What follows belongs to an exercise in optimizing a design on an open flow for small area; a production flow would make more cautious choices.
Only simulation tests tie the RTL to the original design; equivalence was not proved.
Power and IR drop assume default switching activity.

## design/flow/config.mk

```make
export PLATFORM = sky130hd
export DESIGN_NAME = regfile_dual_wb_t
export DESIGN_NICKNAME = regfile_dual_wb_t
export VERILOG_FILES = /design/flow/design.v
export SDC_FILE = /design/flow/constraint.sdc
export NUM_CORES = 4
export LEC_CHECK = 0
export CAP_MARGIN = 20
export CORE_MARGIN = 2
export CORE_UTILIZATION = 35
export PLACE_DENSITY = 0.42
export SLEW_MARGIN = 20
```

## design/flow/constraint.sdc

```tcl
create_clock -name core_clock -period 5.5 [get_ports {CLK}]
set_input_delay 1.1000 -clock core_clock [delete_from_list [all_inputs] [get_ports {CLK}]]
set_output_delay 1.1000 -clock core_clock [all_outputs]
set_load 0.01 [all_outputs]
```

## design/flow/design.v

```verilog
package rf_pkg;
  localparam int DEF_XLEN = 32;
  localparam int DEF_AW   = 5;
  localparam int NUM_REGS = 2 ** DEF_AW;
  typedef logic [DEF_AW-1:0]   reg_idx_t;
  typedef logic [DEF_XLEN-1:0] xword_t;
  typedef enum logic {
    LANE1 = 1'b0,
    LANE2 = 1'b1
  } lane_t;
  function automatic logic younger_lane(input logic wb2_older);
    younger_lane = wb2_older ? 1'b0 : 1'b1;   
  endfunction
endpackage
module rf_read_port
#(
  parameter int XLEN = rf_pkg::DEF_XLEN,
  parameter int AW   = rf_pkg::DEF_AW
) (
  input  logic [AW-1:0]   idx,
  input  logic [(2**AW)*XLEN-1:0] regs,
  input  logic            wr1_en,
  input  logic [AW-1:0]   wr1_rd,
  input  logic [XLEN-1:0] wr1_data,
  input  logic            wr2_en,
  input  logic [AW-1:0]   wr2_rd,
  input  logic [XLEN-1:0] wr2_data,
  input  logic            wb2_older,
  output logic [XLEN-1:0] data
);
  logic unused_bypass;
  assign unused_bypass = ^{wr1_en, wr1_rd, wr1_data, wr2_en, wr2_rd, wr2_data, wb2_older};
  always_comb begin
    data = '0;
    if (idx != '0) begin
      data = regs[idx*XLEN +: XLEN];
    end
  end
endmodule
module regfile_dual_wb_t
#(
  parameter int XLEN = rf_pkg::DEF_XLEN,
  parameter int AW   = rf_pkg::DEF_AW
) (
  input  logic            CLK,
  input  logic            RST,
  input  logic            ACT,
  input  logic            wb1_wten,
  input  logic [AW-1:0]   wb1_rd,
  input  logic [XLEN-1:0] wb1_data,
  input  logic            wb2_wten,
  input  logic [AW-1:0]   wb2_rd,
  input  logic [XLEN-1:0] wb2_data,
  input  logic            wb2_older,
  input  logic [AW-1:0]   rdA_rs1,
  input  logic [AW-1:0]   rdA_rs2,
  input  logic [AW-1:0]   rdB_rs1,
  input  logic [AW-1:0]   rdB_rs2,
  output logic [XLEN-1:0] rdA_rs1_data,
  output logic [XLEN-1:0] rdA_rs2_data,
  output logic [XLEN-1:0] rdB_rs1_data,
  output logic [XLEN-1:0] rdB_rs2_data,
  output logic            rf_wwcol
);
  localparam int NREGS = 2 ** AW;
  logic [XLEN-1:0] regs_reg [1:NREGS-1];
  logic [NREGS*XLEN-1:0] rf_view;
  logic            wwcol_reg;
  logic wr1_en;
  logic wr2_en;
  logic collision;
  logic lane1_wins;
  assign wr1_en     = ACT && wb1_wten && (wb1_rd != '0);
  assign wr2_en     = ACT && wb2_wten && (wb2_rd != '0);
  assign collision  = wr1_en && wr2_en && (wb1_rd == wb2_rd);
  assign lane1_wins = (rf_pkg::younger_lane(wb2_older) == rf_pkg::LANE1);
  always_ff @(posedge CLK) begin
    if (RST) begin
      for (int i = 1; i < NREGS; i++) begin
        regs_reg[i] <= '0;
      end
      wwcol_reg <= 1'b0;
    end else begin
      for (int i = 1; i < NREGS; i++) begin
        if (collision && (wb1_rd == AW'(i))) begin
          regs_reg[i] <= lane1_wins ? wb1_data : wb2_data;
        end else if (wr1_en && (wb1_rd == AW'(i))) begin
          regs_reg[i] <= wb1_data;
        end else if (wr2_en && (wb2_rd == AW'(i))) begin
          regs_reg[i] <= wb2_data;
        end
      end
      if (collision) begin
        wwcol_reg <= 1'b1;
      end
    end
  end
  assign rf_wwcol = wwcol_reg;
  generate
    for (genvar gi = 0; gi < NREGS; gi++) begin : g_view
      if (gi == 0) begin : g_zero
        assign rf_view[gi*XLEN +: XLEN] = '0;
      end else begin : g_reg
        assign rf_view[gi*XLEN +: XLEN] = regs_reg[gi];
      end
    end
  endgenerate
  logic [AW-1:0]   rd_idx  [4];
  logic [XLEN-1:0] rd_data [4];
  assign rd_idx[0] = rdA_rs1;
  assign rd_idx[1] = rdA_rs2;
  assign rd_idx[2] = rdB_rs1;
  assign rd_idx[3] = rdB_rs2;
  generate
    for (genvar gi = 0; gi < 4; gi++) begin : g_port
      rf_read_port #(
        .XLEN(XLEN),
        .AW  (AW)
      ) u_port (
        .idx      (rd_idx[gi]),
        .regs     (rf_view),
        .wr1_en   (wr1_en),
        .wr1_rd   (wb1_rd),
        .wr1_data (wb1_data),
        .wr2_en   (wr2_en),
        .wr2_rd   (wb2_rd),
        .wr2_data (wb2_data),
        .wb2_older(wb2_older),
        .data     (rd_data[gi])
      );
    end
  endgenerate
  assign rdA_rs1_data = rd_data[0];
  assign rdA_rs2_data = rd_data[1];
  assign rdB_rs1_data = rd_data[2];
  assign rdB_rs2_data = rd_data[3];
endmodule
```

## design/flow/run.sh

```bash
#!/bin/bash
# synth_recipe.tcl (not shown) runs the flow's synth.tcl, then flattens the netlist and writes it again
# the make line also repeats each setting of config.mk as NAME=value (left out here)
make -C /OpenROAD-flow-scripts/flow DESIGN_CONFIG=/design/flow/config.mk WORK_HOME=/design/flow/orfs CLKGATE_MAP_FILE= SYNTH_SCRIPT=/design/flow/synth_recipe.tcl finish
```

==> results.txt <==
[per-layer routing]
| metal | vias to the layer above | wire (um) |
|---|---|---|
| met4 | 34 | 50380 |
| li1 | 32120 | - |
| met1 | 44220 | 210400 |
| met5 | - | 892 |
| met3 | 2124 | 85440 |
| met2 | 8164 | 226000 |
[logic make-up after synthesis]
logic type	count (synthesis)	synth area share (%)
xor gates and xnor gates	4	0.07922
DFF	993	24.21
buffers and inverters	1243	6.195
muxes	2375	42.32
AOI/OAI and AO/OA	1836	17.95
and+or+nand+nor	1486	9.249
[power breakdown]
group	leakage [uW]	total, uW	switching [uW]	internal [uW]
logic	0.0220	3950	2720	1230
registers	0.00800	7340	87.6	7250
clock network	0.00229	9790	4070	5720
[final cells by class]
class                           instances  area, sq um  share of cell area (%)
Tap cell                             3132         3919                   4.073
Sequential cell                       993        19880                   20.66
Inverter                              100        376.6                  0.3915
Timing Repair Buffer                  872         9263                   9.628
Antenna cell                           40        100.1                  0.1040
Clock inverter                         36        538.0                  0.5592
Multi-Input combinational cell       5701        58020                   60.30
Clock buffer                          206         4116                   4.279
[worst min-delay path, stage by stage (launching register included)]
cell and delay, ns:
dfxtp_1 0.33, a41oi_1 0.05, nor2_1 0.08
[placed cells by master (no fill, tap or decap), types with 120 or more instances in the layout]
master / n
mux2i_1: 1237
dfxtp_1: 993
mux4_2: 849
a221o_1: 677
nor3_1: 659
buf_4: 482
mux2_2: 289
nand2_1: 261
o21ai_0: 257
clkdlybuf4s50_1: 206
buf_12: 168
a32oi_1: 153
a21oi_1: 152
nor2_1: 147
clkbuf_16: 144
a22oi_1: 132
a221oi_1: 127
o22ai_1: 120
[path summary, 6_finish.rpt]
path / start / to / slack, ns
worst max register to register: regs_reg[2][17] / regs_reg[2][17] / 4.43
worst min-delay path: wwcol_reg / wwcol_reg / 0.49
worst min register to register: wwcol_reg / wwcol_reg / 0.49
worst max-delay path: rdB_rs2[1] / rdB_rs2_data[26] / 0.18
[what timing repair did]
action	in CTS	in global routing
gates resized for setup	0	1
endpoints found under the hold margin	0	0
buffers inserted	0	0
setup endpoints to repair	0	1
[stage by stage]
step	hold slack [ns]	util (%)	total power [uW]
after global placement	0.4745	39.22	11200
final	0.4898	41.30	21090
after floorplan	0.4625	-	9330
after CTS	0.4867	41.24	20830
after global routing	0.5215	41.27	21270
after detailed placement	0.4661	39.24	11220
==> results.sh <==
export IMPL_synth_cells=7937
export IMPL_track_usage_pct=46.44
export IMPL_met3_usage_pct=21.19
export IMPL_tns_ns=0
export IMPL_grt_pass1_vias=80080
export IMPL_ys_warn_count=7
export IMPL_max_cap_violations=0
export IMPL_drt_iter0_drc=13860
export IMPL_status="no timing/DRC/antenna violations"
export IMPL_ios=229
export IMPL_critPathSlowestCell="buf_4"
export IMPL_cts_sinks=993
export IMPL_synth_ff_type="dfxtp_1"
export IMPL_place_congestion=0.9890
export IMPL_start_kind="primary input"
export IMPL_synth_area_leaders="dfxtp_1, mux4_2, mux2i_1, a221o_1, nor3_1"
export IMPL_finalSetupViolCount=0
export IMPL_cts_buffer_depth=3
export IMPL_rsz0062_at_grt="false"
export IMPL_start_util_pct=35.25
export IMPL_cpLargestDelayFamily="buffers and inverters"
export IMPL_drive_gt1_share_pct=28.17
export IMPL_fin_crit_sh_pct=96.70
export IMPL_path_common_cell="buf_4"
export IMPL_drv_slew=0
export IMPL_cts_buffers=139
export IMPL_min_path_type="flip-flop to flip-flop"
export IMPL_grt_met2_usage_pct=62.70
export IMPL_busiest_layer="met2"
export IMPL_htree_levels=4
export IMPL_dp_cells=10800
export IMPL_seq_area_frac_synth_pct=24.21
export IMPL_layout_nets=7907
export IMPL_min_path_cells=2
export IMPL_max_vdd_ir_drop_mv=0.2807
export IMPL_hold_buffers=0
export IMPL_crit_fanout=31
export IMPL_largest_reg_flops=992
export IMPL_die_area_sq_um=238500
export IMPL_ant_nets=0
export IMPL_drtPass1Iterations=6
export IMPL_cp_num_cells=9
export IMPL_grt_overflow=0
export IMPL_synth_commonest_cells="mux2i_1, dfxtp_1, mux4_2, clkbuf_1, a221o_1"
export IMPL_fin_area_sq_um=96210
export IMPL_fp_row_count=177
export IMPL_via_per_inst=7.821
export IMPL_power_density_nw_per_um2=219.2
export IMPL_dpl_cell_area_sq_um=91430
export IMPL_fmax_mhz=188.0
export IMPL_core_area_sq_um=233000
export IMPL_remaining_drc_errors=0
export IMPL_dieWidth_um=488.4
export IMPL_tritoncts="built"
export IMPL_syn_area_per_cell_sq_um=10.35
export IMPL_worst_slack_ns=0.1818
export IMPL_netlist_area_sq_um=82130
export IMPL_endpoint_kind="primary output"
export IMPL_syn_nets=8037
export IMPL_synthMostInstantiatedCell="mux2i_1"
export IMPL_wl_per_cell_um=51.72
export IMPL_cp_num_buf_inv=4
export IMPL_ys_ff_latch=993
export IMPL_grt_max_degree=65
export IMPL_synth_top_area_share_pct=24.21
export IMPL_place_ws_ns=0.1168
export IMPL_cpPeakStageDelay_ns=0.53
export IMPL_clk_latency_ns=0.80
export IMPL_p_leak_uw=0.03234
export IMPL_synthArstFlopShare_pct=0
export IMPL_cts_clk_slew_worst_paths_ns=0.06
export IMPL_slew_headroom_pct=11.91
export IMPL_layout_cells_non_filler=11080
export IMPL_crit_type="primary input to primary output"
export IMPL_cts_root_buffer="clkbuf_16"
export IMPL_yosysTopAreaCell="dfxtp_1"
export IMPL_finalHoldViolCount=0
export IMPL_synth_edf_count=0
export IMPL_worst_pin_slew_ns=1.321
export IMPL_vias=86660
export IMPL_area_delta_synth_final_pct=17.15
export IMPL_critical_path_arrival_ns=4.22
export IMPL_required_ns=4.40
export IMPL_routed_wl_um=573100
export IMPL_synth_cell_types=63
export IMPL_fin_skew_ns=0
export IMPL_crit_chain="buf_8 > buf_4 > mux4_2 > nor3_1 > a31oi_1 > o21ai_0 > o32ai_2 > buf_4 > clkdlybuf4s50_1"
export IMPL_antenna_found_initial=50
export IMPL_met1_usage_pct=57.28
export IMPL_hpwlAfterDp_um=353800
export IMPL_portBuffers=228
export IMPL_grt_pass1_wl_um=751200
export IMPL_die_y_um=488.4
export IMPL_finalCriticalPeriod_ns=5.318
export IMPL_worstRegToRegCells=2
export IMPL_fillCellCount=22380

[static timing again, ports no longer ideal]
The flow's constraints put no driver on any port. The routed layout listed below was extracted and timed again, unchanged, in two steps. Step 1: set_driving_cell puts a clkbuf_16 on CLK and a buf_2 on each other input, an assumption about the parent block. Step 2 also shifts input and output timing later by t, the mid clock arrival at the registers, as if the neighbouring blocks saw the same clock. Three values: ideal ports, drivers, drivers and shift; two values: the first two.
t, ns: 0.920
slack for setup (ns): 0.182 / 0.133 / 0.133
latest minus earliest clock arrival (ns): 0.046 / 0.046
After both steps this run still meets setup and hold. The setup slack of this run moves by -0.049 ns with the drivers and by -0.049 ns with both steps.
